This is an optimization exercise on Yosys and OpenROAD, whose aim is small area, a short achievable clock period and few clock cycles per item, not a production implementation.
In this exercise RTL edits were held to simulation tests only and were not proved equivalent to the original.
Power figures rest on the tool's default switching activity, not on a simulated workload.

`flow/run.sh`:
```
#!/bin/bash
# synth_recipe.tcl (not shown) runs the flow's synth.tcl, then flattens the netlist and writes it again
# the make line also repeats each setting of config.mk as NAME=value (left out here)
make -C /OpenROAD-flow-scripts/flow DESIGN_CONFIG=/design/flow/config.mk WORK_HOME=/design/flow/orfs CLKGATE_MAP_FILE= SYNTH_SCRIPT=/design/flow/synth_recipe.tcl finish
```
`flow/config.mk`:
```
export PLATFORM = sky130hd
export DESIGN_NAME = firewall_rule_table
export DESIGN_NICKNAME = firewall_rule_table
export VERILOG_FILES = /design/flow/design.v
export SDC_FILE = /design/flow/constraint.sdc
export NUM_CORES = 4
export LEC_CHECK = 0
export CAP_MARGIN = 20
export CORE_MARGIN = 2
export CORE_UTILIZATION = 40
export PLACE_DENSITY = 0.6
export SLEW_MARGIN = 20
export SYNTH_MEMORY_MAX_BITS = 8192
```
`flow/constraint.sdc`:
```
create_clock -name core_clock -period 10.0 [get_ports {clk}]
set_input_delay 2.0000 -clock core_clock [delete_from_list [all_inputs] [get_ports {clk}]]
set_output_delay 2.0000 -clock core_clock [all_outputs]
set_load 0.01 [all_outputs]
```
`flow/design.v`:
```
`timescale 1ns / 1ps
package fwrt_pkg;
  localparam int CMD_W    = 2;
  localparam int ADDR_W   = 32;
  localparam int PORT_W   = 16;
  localparam int STATUS_W = 3;
  localparam int COUNT_W  = 7;
  localparam int RULE_W   = 2*ADDR_W + 2*PORT_W;
  localparam int RINGS    = 16;
  localparam logic [CMD_W-1:0] CMD_ADD    = 2'd0;
  localparam logic [CMD_W-1:0] CMD_DELETE = 2'd1;
  localparam logic [CMD_W-1:0] CMD_CHECK  = 2'd2;
  localparam logic [STATUS_W-1:0] ST_ADDED    = 3'd0;
  localparam logic [STATUS_W-1:0] ST_FULL     = 3'd1;
  localparam logic [STATUS_W-1:0] ST_DELETED  = 3'd2;
  localparam logic [STATUS_W-1:0] ST_NOTFOUND = 3'd3;
  localparam logic [STATUS_W-1:0] ST_ACCEPTED = 3'd4;
  localparam logic [STATUS_W-1:0] ST_REJECTED = 3'd5;
  localparam logic [STATUS_W-1:0] ST_INVALID  = 3'd6;
  typedef struct packed {
    logic [ADDR_W-1:0] addr_low;
    logic [ADDR_W-1:0] addr_high;
    logic [PORT_W-1:0] port_low;
    logic [PORT_W-1:0] port_high;
  } rule_t;
  typedef struct packed {
    logic  valid;
    rule_t rule;
  } entry_t;
  typedef struct packed {
    logic hit;
    logic slot_valid;
  } match_t;
endpackage
`timescale 1ns / 1ps
import fwrt_pkg::*;
module fwrt_ram #(
  parameter int RINGS = 8,
  parameter int LEN   = 8
) (
  input  logic                              clk,
  input  logic                              rst_n,
  input  logic [RINGS-1:0]                  ins_en,
  input  logic                              ins_valid,
  input  logic [RULE_W-1:0]                 wdata,
  input  logic [RINGS*LEN-1:0]              del_en,
  output logic [RINGS*LEN-1:0]              valid,
  output logic [RINGS*LEN-1:0][RULE_W-1:0]  rules,
  output logic [RINGS-1:0]                  head_free
);
  for (genvar r = 0; r < RINGS; r++) begin : g_ring
    localparam int B = r * LEN;
    assign head_free[r] = !valid[B];
    for (genvar p = 0; p < LEN - 1; p++) begin : g_slot
      always_ff @(posedge clk) begin
        if (!rst_n) valid[B+p] <= 1'b0;
        else        valid[B+p] <= valid[B+p+1] && !del_en[B+p+1];
        rules[B+p] <= rules[B+p+1];
      end
    end
    always_ff @(posedge clk) begin
      if (!rst_n)         valid[B+LEN-1] <= 1'b0;
      else if (ins_en[r]) valid[B+LEN-1] <= ins_valid;
      else                valid[B+LEN-1] <= valid[B] && !del_en[B];
      rules[B+LEN-1] <= ins_en[r] ? wdata : rules[B];
    end
  end
endmodule
`timescale 1ns / 1ps
import fwrt_pkg::*;
module fwrt_cmp #(
  parameter int W = 32
) (
  input  logic [W-1:0] a_n,
  input  logic [W-1:0] b,
  output logic         lt,
  output logic         eq
);
  logic [2*W-2:0] l, e;
  for (genvar k = 0; k < W; k++) begin : g_leaf
    assign l[W-1+k] = a_n[k] & b[k];
    assign e[W-1+k] = a_n[k] ^ b[k];
  end
  for (genvar j = 0; j < W - 1; j++) begin : g_node
    assign l[j] = l[2*j+2] | (e[2*j+2] & l[2*j+1]);
    assign e[j] = e[2*j+2] & e[2*j+1];
  end
  assign lt = l[0];
  assign eq = e[0];
endmodule
module fwrt_match
(
  input  fwrt_pkg::rule_t item_n,
  input  fwrt_pkg::rule_t rule,
  output logic            covers,
  output logic            exact
);
  logic xa_lt, xa_eq, ya_lt, ya_eq, xp_lt, xp_eq, yp_lt, yp_eq;
  fwrt_cmp #(.W(ADDR_W)) u_xa (.a_n(item_n.addr_low),  .b(rule.addr_low),
                               .lt(xa_lt), .eq(xa_eq));
  fwrt_cmp #(.W(ADDR_W)) u_ya (.a_n(item_n.addr_high), .b(rule.addr_high),
                               .lt(ya_lt), .eq(ya_eq));
  fwrt_cmp #(.W(PORT_W)) u_xp (.a_n(item_n.port_low),  .b(rule.port_low),
                               .lt(xp_lt), .eq(xp_eq));
  fwrt_cmp #(.W(PORT_W)) u_yp (.a_n(item_n.port_high), .b(rule.port_high),
                               .lt(yp_lt), .eq(yp_eq));
  assign covers = !xa_lt && (ya_lt || ya_eq) && !xp_lt && (yp_lt || yp_eq);
  assign exact  = xa_eq && ya_eq && xp_eq && yp_eq;
endmodule
`timescale 1ns / 1ps
import fwrt_pkg::*;
module firewall_rule_table
#(
  parameter int RULE_SLOTS = 64
) (
  input  logic                          clk,
  input  logic                          rst_n,
  input  logic                          in_valid,
  output logic                          in_ready,
  input  logic [fwrt_pkg::CMD_W-1:0]    in_cmd,
  input  logic [fwrt_pkg::ADDR_W-1:0]   in_addr_low,
  input  logic [fwrt_pkg::ADDR_W-1:0]   in_addr_high,
  input  logic [fwrt_pkg::PORT_W-1:0]   in_port_low,
  input  logic [fwrt_pkg::PORT_W-1:0]   in_port_high,
  output logic                          out_valid,
  input  logic                          out_ready,
  output logic [fwrt_pkg::STATUS_W-1:0] out_status,
  output logic [fwrt_pkg::COUNT_W-1:0]  out_rule_count
);
  localparam int N = RULE_SLOTS;
  localparam int M = RINGS;
  localparam int L = RULE_SLOTS / RINGS;
  logic             a_v_r;
  logic [CMD_W-1:0] a_cmd_r;
  fwrt_pkg::rule_t  a_item_n_r;
  fwrt_pkg::rule_t  a_item;
  logic             is_check;
  logic             pb_v_r;
  fwrt_pkg::rule_t  pb_rule_r;
  logic [COUNT_W-1:0] total_r, total_nxt;
  logic                out_v_r;
  logic [STATUS_W-1:0] out_status_r;
  logic [COUNT_W-1:0]  out_count_r;
  logic                skid_v_r;
  logic [STATUS_W-1:0] skid_status_r;
  logic [COUNT_W-1:0]  skid_count_r;
  logic [N-1:0]             valid;
  logic [N-1:0][RULE_W-1:0] rules;
  logic [M-1:0]             head_free, ins_first, ins_en;
  logic [N-1:0]             covers, exact;
  logic [N-1:0]             covers_v, del_hit;
  logic [N-1:0]             del_first, del_en;
  logic                     pb_covers, pb_exact, pb_del_hit;
  logic ins_any, ins_item, ins_valid;
  fwrt_pkg::rule_t wdata;
  logic commit, stall, drain, reversed, hit_any, found, full;
  logic do_add, do_del, del_pb;
  logic [STATUS_W-1:0] res_status;
  logic in_fire;
  fwrt_ram #(.RINGS(M), .LEN(L)) u_ram (
    .clk      (clk),
    .rst_n    (rst_n),
    .ins_en   (ins_en),
    .ins_valid(ins_valid),
    .wdata    (wdata),
    .del_en   (del_en),
    .valid    (valid),
    .rules    (rules),
    .head_free(head_free)
  );
  for (genvar i = 0; i < N; i++) begin : g_cmp
    fwrt_match u_match (
      .item_n(a_item_n_r),
      .rule  (rules[i]),
      .covers(covers[i]),
      .exact (exact[i])
    );
  end
  fwrt_match u_match_pb (
    .item_n(a_item_n_r),
    .rule  (pb_rule_r),
    .covers(pb_covers),
    .exact (pb_exact)
  );
  function automatic logic [N-1:0] first_one(input logic [N-1:0] v);
    logic [N-1:0] seen;
    seen = v;
    for (int s = 1; s < N; s = s * 2) begin
      seen = seen | (seen << s);
    end
    first_one = v & ~(seen << 1);
  endfunction
  function automatic logic [M-1:0] first_one_m(input logic [M-1:0] v);
    logic [M-1:0] seen;
    seen = v;
    for (int s = 1; s < M; s = s * 2) begin
      seen = seen | (seen << s);
    end
    first_one_m = v & ~(seen << 1);
  endfunction
  assign covers_v   = covers & valid;
  assign del_hit    = exact & valid;
  assign pb_del_hit = pb_exact && pb_v_r;
  assign del_first  = first_one(del_hit);
  assign hit_any  = (|covers_v) || (pb_covers && pb_v_r);
  assign found    = (|del_hit) || pb_del_hit;
  assign full     = total_r[COUNT_W-1];
  assign a_item   = ~a_item_n_r;
  assign reversed = (a_item.addr_low > a_item.addr_high) ||
                    (a_item.port_low > a_item.port_high);
  assign ins_first = first_one_m(head_free);
  assign ins_any   = |head_free;
  assign ins_item  = commit && (a_cmd_r == CMD_ADD) && !pb_v_r;
  assign ins_en    = (pb_v_r || ins_item) ? ins_first : '0;
  assign ins_valid = pb_v_r ? !del_pb : do_add;
  assign wdata     = pb_v_r ? pb_rule_r : a_item;
  assign drain     = pb_v_r && ins_any;
  assign stall  = (a_cmd_r == CMD_ADD) && pb_v_r && !ins_any;
  assign commit = a_v_r && !skid_v_r && !stall;
  assign do_add = commit && (a_cmd_r == CMD_ADD) && !reversed && !full;
  assign do_del = commit && (a_cmd_r == CMD_DELETE) && !reversed && found;
  assign del_pb = do_del && pb_del_hit;
  assign del_en = (do_del && !pb_del_hit) ? del_first : '0;
  always_comb begin
    total_nxt = total_r;
    case (a_cmd_r)
      CMD_ADD: begin
        if (reversed)  res_status = ST_INVALID;
        else if (full) res_status = ST_FULL;
        else begin
          res_status = ST_ADDED;
          total_nxt  = total_r + 1'b1;
        end
      end
      CMD_DELETE: begin
        if (reversed) res_status = ST_INVALID;
        else if (found) begin
          res_status = ST_DELETED;
          total_nxt  = total_r - 1'b1;
        end else res_status = ST_NOTFOUND;
      end
      CMD_CHECK: res_status = hit_any ? ST_ACCEPTED : ST_REJECTED;
      default:   res_status = ST_INVALID;
    endcase
  end
  assign in_ready = !a_v_r || (!skid_v_r && !stall);
  assign in_fire  = in_valid && in_ready;
  assign is_check = (in_cmd == CMD_CHECK);
  assign out_valid      = out_v_r;
  assign out_status     = out_status_r;
  assign out_rule_count = out_count_r;
  always_ff @(posedge clk) begin
    if (in_ready) begin
      a_cmd_r            <= in_cmd;
      a_item_n_r.addr_low  <= ~in_addr_low;
      a_item_n_r.addr_high <= ~(is_check ? in_addr_low : in_addr_high);
      a_item_n_r.port_low  <= ~in_port_low;
      a_item_n_r.port_high <= ~(is_check ? in_port_low : in_port_high);
    end
    if (do_add && (pb_v_r || !ins_any)) begin
      pb_rule_r <= a_item;
    end
  end
  always_ff @(posedge clk) begin
    if (!rst_n) begin
      a_v_r    <= 1'b0;
      pb_v_r   <= 1'b0;
      total_r  <= '0;
      out_v_r  <= 1'b0;
      skid_v_r <= 1'b0;
    end else begin
      a_v_r  <= in_fire || (a_v_r && !commit);
      pb_v_r <= (do_add && (pb_v_r || !ins_any)) || (pb_v_r && !drain && !del_pb);
      if (commit) total_r <= total_nxt;
      if (!out_v_r || out_ready) begin
        out_v_r  <= skid_v_r || commit;
        skid_v_r <= 1'b0;
      end else if (commit) begin
        skid_v_r <= 1'b1;
      end
    end
  end
  always_ff @(posedge clk) begin
    if (!out_v_r || out_ready) begin
      out_status_r <= skid_v_r ? skid_status_r : res_status;
      out_count_r  <= skid_v_r ? skid_count_r  : total_nxt;
    end
    if (commit) begin
      skid_status_r <= res_status;
      skid_count_r  <= total_nxt;
    end
  end
endmodule
```
==> impl_metrics.yaml, run 1 <==
run_status:
  status: "finished with violations"
  violations: "antenna violations"
die:
  dieArea_mm2: 0.716
  io_pins: 114
  die_y_um: 846
  die_w_um: 846
  rows: 309
  core_mm2: 0.708
  start_util: 0.401
worst_setup_path:
  cpPeakStageDelay_ns: 1.00
  critPathMaxFanout: 30
  critical_path_class: "flip-flop to flip-flop"
  cp_slowest_cell: "nor4b_2"
  cp-end-kind: "flip-flop"
  worstPathRequired_ns: 11.10
  crit_path_cell_trace: "buf_4 > buf_4 > ha_1 > nand4_1 > nor4_1 > nand4_1 > a2bb2oi_1 > nor4b_2 > nand3_1 > nor2_1 > a31oi_2 > buf_4 > nand3_1 > o211a_1 > mux2_2"
  cp-start-kind: "flip-flop"
  worstPathArrival_ns: 8.44
  path_common_cell: "buf_4"
yosys:
  syn_area_mm2: 0.284
  synth_compound_area_frac: 0.142
  muxShareOfSynthArea: 0.000745
  synth_seq_cells: 6433
  synth_top_family_by_area: "adder cells"
  synth.yosys.seq_area_share: 0.461
  synthAdderAreaFrac: 0.277
  ys_top_cells_by_area: "dfxtp_1 (44%), ha_1 (28%), o21ai_0 (4.2%)"
  post_synth_num_cell_types: 90
  syn_avg_cell_area_um2: 10.7
  yosysWarnings: 2
  yosys.area_share.xor_xnor: 0.000185
  yosys.area_share.simple: 0.109
  synth_top_area_frac: 0.439
  postSynthCellCount: 26618
  synthFlopType: "dfxtp_1"
  syn_nets: 33010
  synthArstFlopShare: 0
  synth_top_area_cell: "dfxtp_1"
  synth_edf_count: 214
route:
  drt_wl_total_mm: 1180
  drtPass1Iterations: 6
  ant_nets: 1
  num_vias: 224249
  drc: 0
  initialDrtViolationCount: 24279
  vias_per_cell: 5.95
  wl_per_cell_um: 31.3
final_layout:
  seqCellArea_mm2: 0.131
  fin_area_mm2: 0.327
  drive_gt1_frac: 0.0700
  fillerInstances: 65120
  nets: 33881
  multi_input_area_mm2: 0.152
  area_growth_pct: 15.0
clock_network:
  cts_tree: "built"
  cts_resized: 0
  cts_setup_buffers: 0
  worstSkewPairLatency_ns: 1.17
  clk_pin_slew_worst_paths_ns: 0.07
  cts_root_buf: "clkbuf_16"
  cts_max_level: 6
  numCtsBuffers: 692
  holdBufCountCts: 0
  cts_num_sinks: 6433
  clk_path_buf_depth: 4
timing:
  maxSlewViolCount: 0
  rsz0062_at_grt: "false"
  timing.final.crit_period_ns: 7.34
  finalHoldViolCount: 0
  setup_viol: 0
  fin_crit_sh: 0.734
  relSlewSlack: 0.0691
  fmax_mhz: 136
  fin_skew_ns: 0.0893
  worst_pin_slew_ns: 1.38
  fin_setup_tns_ns: 0
pwr:
  power_leakage_nw: 151
  vdd_drop_max_mv: 0.180
  p_per_area_mw_per_mm2: 179
hold_path:
  hold_path_class: "flip-flop to flip-flop"
placed_design:
  dp_hpwl_mm: 892
  placed_area_mm2: 0.302
  io_buffers: 113
  place.gp.congestion: 1.04
grt:
  grt-ovfl-total: 0
  antenna_found_initial: 224
  track_usage: 0.318
  grt_max_degree: 193
  first_global_vias: 216017
  grt_pass1_wl_mm: 1620
flow_run:
  drv_cap: 0
per-stage QoR:
step / hold slack [ns] / setup WS [ns] / total power [mW] / cells / util
after detailed placement: 0.340 / 3.12 / 31.8 / 36122 / 0.427
final: 0.302 / 2.66 / 58.6 / 37682 / 0.461
after global placement: 0.336 / 2.47 / 31.7 / 36103 / 0.426
after floorplan: 0.334 / 0.0887 / 29.2 / 26618 / -
after global routing: 0.307 / 3.01 / 60.0 / 37471 / 0.461
after CTS: 0.303 / 3.08 / 58.5 / 37395 / 0.460
cells in the final DEF (no fill, tap or decap), types with 99 or more instances in the layout:
cell type	count
clkbuf_16	715
nor3_1	290
a21o_1	1028
nand4_1	1339
inv_1	245
nand2_1	2497
dfxtp_1	6218
edfxtp_1	214
nand3_1	566
ha_1	6290
and4_1	99
clkdlybuf4s50_1	112
diode_2	284
o211ai_1	132
clkbuf_1	125
o21a_1	146
o21ai_0	2367
clkinv_2	125
nor2_1	796
buf_4	467
a21oi_1	2043
nor2b_1	172
a211oi_1	244
nor4_1	222
clkbuf_8	150
kinds of logic after synthesis:
group / after synthesis
flip-flops: 6433
buffers and inverters: 728
adder cells (fa/ha/maj): 6290
AND/OR/NAND/NOR: 6366
AO/OA/AOI/OAI: 6775
multiplexers: 20
XOR/XNOR: 6
power by group:
group | leakage (nW) | total (mW) | internal, mW | switching, mW
clock | 11.8 | 27.1 | 15.7 | 11.4
sequential | 52.3 | 26.2 | 26.0 | 0.213
combinational | 87.0 | 5.21 | 1.45 | 3.76
critical path: cells and delay by family (launching register included):
kind,cells,cell delay (ns)
flops,1,0.32
simple gates,7,2.31
compound gates,3,2.10
buf+inv,3,1.60
fa+ha+maj,1,0.40
mux,1,0.32
layout make-up:
| type | count | share of cell area |
|---|---|---|
| clock inverters | 282 | 0.0106 |
| inverters | 246 | 0.00283 |
| clock buffers | 991 | 0.0626 |
| well taps | 9330 | 0.0358 |
| flip-flops and latches | 6433 | 0.401 |
| multi-input cells | 19457 | 0.466 |
| repair buffers | 659 | 0.0188 |
| diodes | 284 | 0.00218 |
sequential cells by signal, indices dropped and copies added (netlist names):
name / flops
a_cmd_r: 2
a_item_n_r: 96
a_v_r: 1
out_count_r: 7
out_status_r: 3
out_v_r: 1
pb_rule_r: 96
pb_v_r: 1
skid_count_r: 7
skid_status_r: 3
skid_v_r: 1
total_r: 7
u_ram.rules: 6144
u_ram.valid: 64
worst paths after layout:
check	startpoint	end	slack, ns	cells past startpoint
max	a_item_n_r[81]	u_ram.valid[3]	2.66	15
min	u_ram.rules[4415]	u_ram.rules[4319]	0.30	0
max reg2reg	a_item_n_r[81]	u_ram.valid[3]	2.66	15
min reg2reg	u_ram.rules[4415]	u_ram.rules[4319]	0.30	0
per-layer routing:
layer,part of all wire,GRT usage
met2,0.42,0.470
met1,0.40,0.405
met5,0.00028,0
met4,0.094,0.260
met3,0.090,0.0576
synth_stat cells (14+ instances only):
| cell type | number |
|---|---|
| a21oi_1 | 2136 |
| ha_1 | 6290 |
| o211a_1 | 16 |
| a22oi_1 | 28 |
| a211o_1 | 41 |
| dfxtp_1 | 6219 |
| and2_1 | 17 |
| o211ai_1 | 132 |
| o21ai_0 | 2377 |
| a221oi_1 | 94 |
| nand3_1 | 566 |
| a31oi_1 | 70 |
| a211oi_1 | 252 |
| or3_1 | 35 |
| o31ai_1 | 39 |
| nor4_1 | 269 |
| o2111ai_1 | 43 |
| a221o_1 | 32 |
| nand2_1 | 2497 |
| edfxtp_1 | 214 |
| nor4b_1 | 14 |
| or2_2 | 24 |
| or4_1 | 26 |
| o221ai_1 | 15 |
| and3_1 | 60 |
| inv_1 | 245 |
| nand2b_1 | 73 |
| o31a_1 | 16 |
| o22ai_1 | 22 |
| o21a_1 | 147 |
| nor3b_1 | 19 |
| nor3_1 | 302 |
| clkbuf_1 | 468 |
| nor2_1 | 797 |
| nand4_1 | 1339 |
| a2111oi_0 | 92 |
| a21boi_0 | 35 |
| a21o_1 | 1028 |
| and4_1 | 99 |
| o21bai_1 | 53 |
| nor2b_1 | 172 |
Testbench counts, summed over its fixed seeds: cycles 10,088, items 9,832.
==> inputs of run 2 (changes only) <==
--- a/flow/config.mk
+++ b/flow/config.mk
@@ -5,9 +5,10 @@
 export SDC_FILE = /design/flow/constraint.sdc
 export NUM_CORES = 4
 export LEC_CHECK = 0
-export CAP_MARGIN = 20
+export CAP_MARGIN = 35
 export CORE_MARGIN = 2
 export CORE_UTILIZATION = 40
 export PLACE_DENSITY = 0.6
-export SLEW_MARGIN = 20
+export SETUP_SLACK_MARGIN = 5
+export SLEW_MARGIN = 30
 export SYNTH_MEMORY_MAX_BITS = 8192
==> run 2 against run 1 <==
  * The run now finishes clean
  * Cell area grew 1.7%
  * Critical path depth shrank 1
  * Routed wire length grew 0.71%
  * Worst hold slack gained 0.013 ns
  * Via count grew 0.41%
  * Clock skew is essentially flat
  * Cell count grew 0.40%
==> impl_metrics.yaml, run 2 <==
final_layout:
  area_growth_pct: 17.0
  mostFrequentLayoutCells: "ha_1 (6278), dfxtp_1 (6210), nand2_1 (2489), o21ai_0 (2358), a21oi_1 (2044)"
  top_register: "u_ram.rules"
  drive_gt1_frac: 0.0851
  final_common_cell: "ha_1"
  nets: 34130
  stdcell_count: 37831
  fin_util: 0.469
  largestRegisters: "u_ram.rules: 6144 flops, a_item_n_r: 96 flops, pb_rule_r: 96 flops"
  fin_area_mm2: 0.332
  largest_register_ffs: 6144
clock_network:
  clk_path_buf_depth: 4
  cts_tree: "built"
  clk_pin_slew_worst_paths_ns: 0.06
  cts_root_buf: "clkbuf_16"
  holdBufCountCts: 0
  cts_num_sinks: 6433
  cts_max_level: 6
  numCtsBuffers: 685
  worstSkewPairLatency_ns: 1.18
timing:
  rsz0062_at_grt: "true"
  fin_skew_ns: 0.0892
  maxSlewViolCount: 0
  whs_ns: 0.315
  finalHoldViolCount: 0
  fin_setup_tns_ns: 0
  timing.final.crit_period_ns: 5.27
  layout_setup_ws_ns: 4.73
  fin_crit_sh: 0.527
  worst_pin_slew_ns: 1.11
  setup_viol: 0
  relSlewSlack: 0.257
  fmax_mhz: 190
yosys:
  post_synth_num_cell_types: 90
  synth_top_area_cell: "dfxtp_1"
  ys_top_cells_by_area: "dfxtp_1 (44%), ha_1 (28%), o21ai_0 (4.2%)"
  synth_seq_cells: 6433
  synth_edf_count: 214
  synth_top_family_by_area: "adder cells"
  synthArstFlopShare: 0
  yosysWarnings: 2
  synthAdderAreaFrac: 0.277
  syn_area_mm2: 0.284
  synth_compound_area_frac: 0.142
  synthFlopType: "dfxtp_1"
  yosys.area_share.simple: 0.109
  muxShareOfSynthArea: 0.000745
  syn_nets: 33010
  yosys.area_share.xor_xnor: 0.000185
  yosysMostFrequentCell: "ha_1"
  synth.yosys.seq_area_share: 0.461
  synth_top_area_frac: 0.439
  postSynthCellCount: 26618
  netlist_top_cells_count: "ha_1 (6290), dfxtp_1 (6219), nand2_1 (2497), o21ai_0 (2377), a21oi_1 (2136)"
  syn_avg_cell_area_um2: 10.7
pwr:
  vdd_drop_max_mv: 0.199
  p_per_area_mw_per_mm2: 177
  p_total_mw: 58.7
  power_leakage_nw: 154
hold_path:
  hold_depth: 0
  hold_path_end: "u_ram.rules[582]"
  hold_path_class: "flip-flop to flip-flop"
  hold_start: "u_ram.rules[678]"
placed_design:
  io_buffers: 113
  dp_hpwl_mm: 876
  placed_area_mm2: 0.303
  place.gp.congestion: 1.02
  dpl_worst_slack_ns: 2.94
  numPlacedInstances: 36173
worst_setup_path:
  cp-end-kind: "flip-flop"
  r2r-start: "a_item_n_r[32]"
  critPathMaxFanout: 67
  critical_path_class: "flip-flop to flip-flop"
  r2r-end: "out_status_r[0]"
  worstPathArrival_ns: 6.32
  worstPathRequired_ns: 11.05
  ff2ff_path_depth: 14
  r2r_slack_ns: 4.73
  cp-start-kind: "flip-flop"
route:
  vias_per_cell: 5.95
  drt_wl_total_mm: 1190
  initialDrtViolationCount: 24199
  ant_nets: 0
  wl_per_cell_um: 31.4
  drc: 0
  drtPass1Iterations: 6
  num_vias: 225170
grt:
  grt_pass1_wl_mm: 1630
  antenna_found_initial: 202
  first_global_vias: 217260
  grt-ovfl-total: 0
  grt_max_degree: 188
  track_usage: 0.318
die:
  rows: 309
  io_pins: 114
  core_mm2: 0.708
  dieArea_mm2: 0.716
  die_w_um: 846
  start_util: 0.401
  die_y_um: 846
flow_run:
  drv_cap: 0
run_status:
  status: "complete, no violations"
## run 2: cell count changes in the layout (fill, tap and decap cells not counted), sizes merged, moves of 4 or more
cell / before / now
buf: 547 / 775
bufbuf: 0 / 13
bufinv: 56 / 64
clkbuf: 991 / 1004
clkinv: 173 / 146
clkinvlp: 24 / 20
diode: 284 / 190
inv: 275 / 282
## run 2: power breakdown
group	internal, mW	total (mW)	switching, mW	leakage (nW)
combinational	1.60	5.45	3.85	89.7
sequential	26.0	26.2	0.187	52.3
clock	15.7	27.0	11.3	11.7
## run 2: timing repair
action	CTS	global route
pin swaps	54	34
endpoints found under the hold margin	0	0
gates resized for setup	368	140
endpoints found under the setup margin	212	139
gates cloned	17	8
buffers inserted	134	39
## run 2: worst max-delay path by stage
stage                     slack, ns               to             from  depth (start not counted)
after floorplan                5.10   out_count_r[3]   a_item_n_r[41]                         13
after global placement         0.85   out_count_r[4]   a_item_n_r[66]                         14
after detailed placement       2.94  out_status_r[0]   a_item_n_r[35]                         14
after CTS                      4.97  out_status_r[0]   a_item_n_r[45]                         15
after global routing           4.88         in_ready  u_ram.valid[20]                          8
final                          4.73  out_status_r[0]   a_item_n_r[32]                         14
## run 2: logic make-up after synthesis
kind of cell / after synthesis
AO/OA/AOI/OAI: 6775
XOR/XNOR: 6
AND/OR/NAND/NOR: 6366
flip-flops: 6433
adder cells (fa/ha/maj): 6290
multiplexers: 20
buffers and inverters: 728
## run 2: layer usage
| metal | vias to the layer above | global-route usage | share of wire |
|---|---|---|---|
| met3 | 2677 | 0.0541 | 0.090 |
| met2 | 10712 | 0.475 | 0.42 |
| met1 | 109093 | 0.408 | 0.40 |
| met5 | - | 0 | 0.00015 |
| li1 | 102662 | - | - |
| met4 | 26 | 0.249 | 0.095 |
## run 2: area by class of cell
cell class | count | area, um^2
Fill cell | 64648 | 375000
Timing Repair Buffer | 912 | 10400
Sequential cell | 6433 | 131000
Multi-Input combinational cell | 19460 | 154000
Clock inverter | 266 | 3570
Antenna cell | 190 | 475
Inverter | 246 | 923
Clock buffer | 994 | 20200
Tap cell | 9330 | 11700
## run 2: critical path, stage by stage (launching register included)
cell,delay [ns]
edfxtp_1,0.42
buf_12,0.20
ha_1,0.77
o21a_1,0.27
o211ai_1,0.14
a21boi_0,0.23
o31ai_4,0.75
a2111oi_2,0.18
buf_4,0.23
a41oi_4,0.34
nand4_1,0.26
or3_1,0.49
nor4_4,0.18
buf_4,0.20
o22a_1,0.14

==> port drivers added, routing unchanged <==
In the flow no input, the clock included, has a driving cell. The finished layouts below were timed again as built, in two steps. Step 1 sets driving cells, clkbuf_16 on the clock port and buf_2 on the other inputs (assumed; they add their load-dependent delay and slew). Step 2, shift: input delay + t, output delay - t, t = (earliest + latest rising clock arrival at the registers) / 2. This alone moves slack from input paths to output paths. a / b / c = ideal / step 1 / step 2; a / b = the first two.
run	shift t [ns]	slack for setup (ns)	worst register clock-pin slew, ns
run 1	1.272	2.659 / 2.659 / 2.659	0.07 / 0.07
run 2	1.296	4.731 / 4.684 / 4.731	0.07 / 0.07
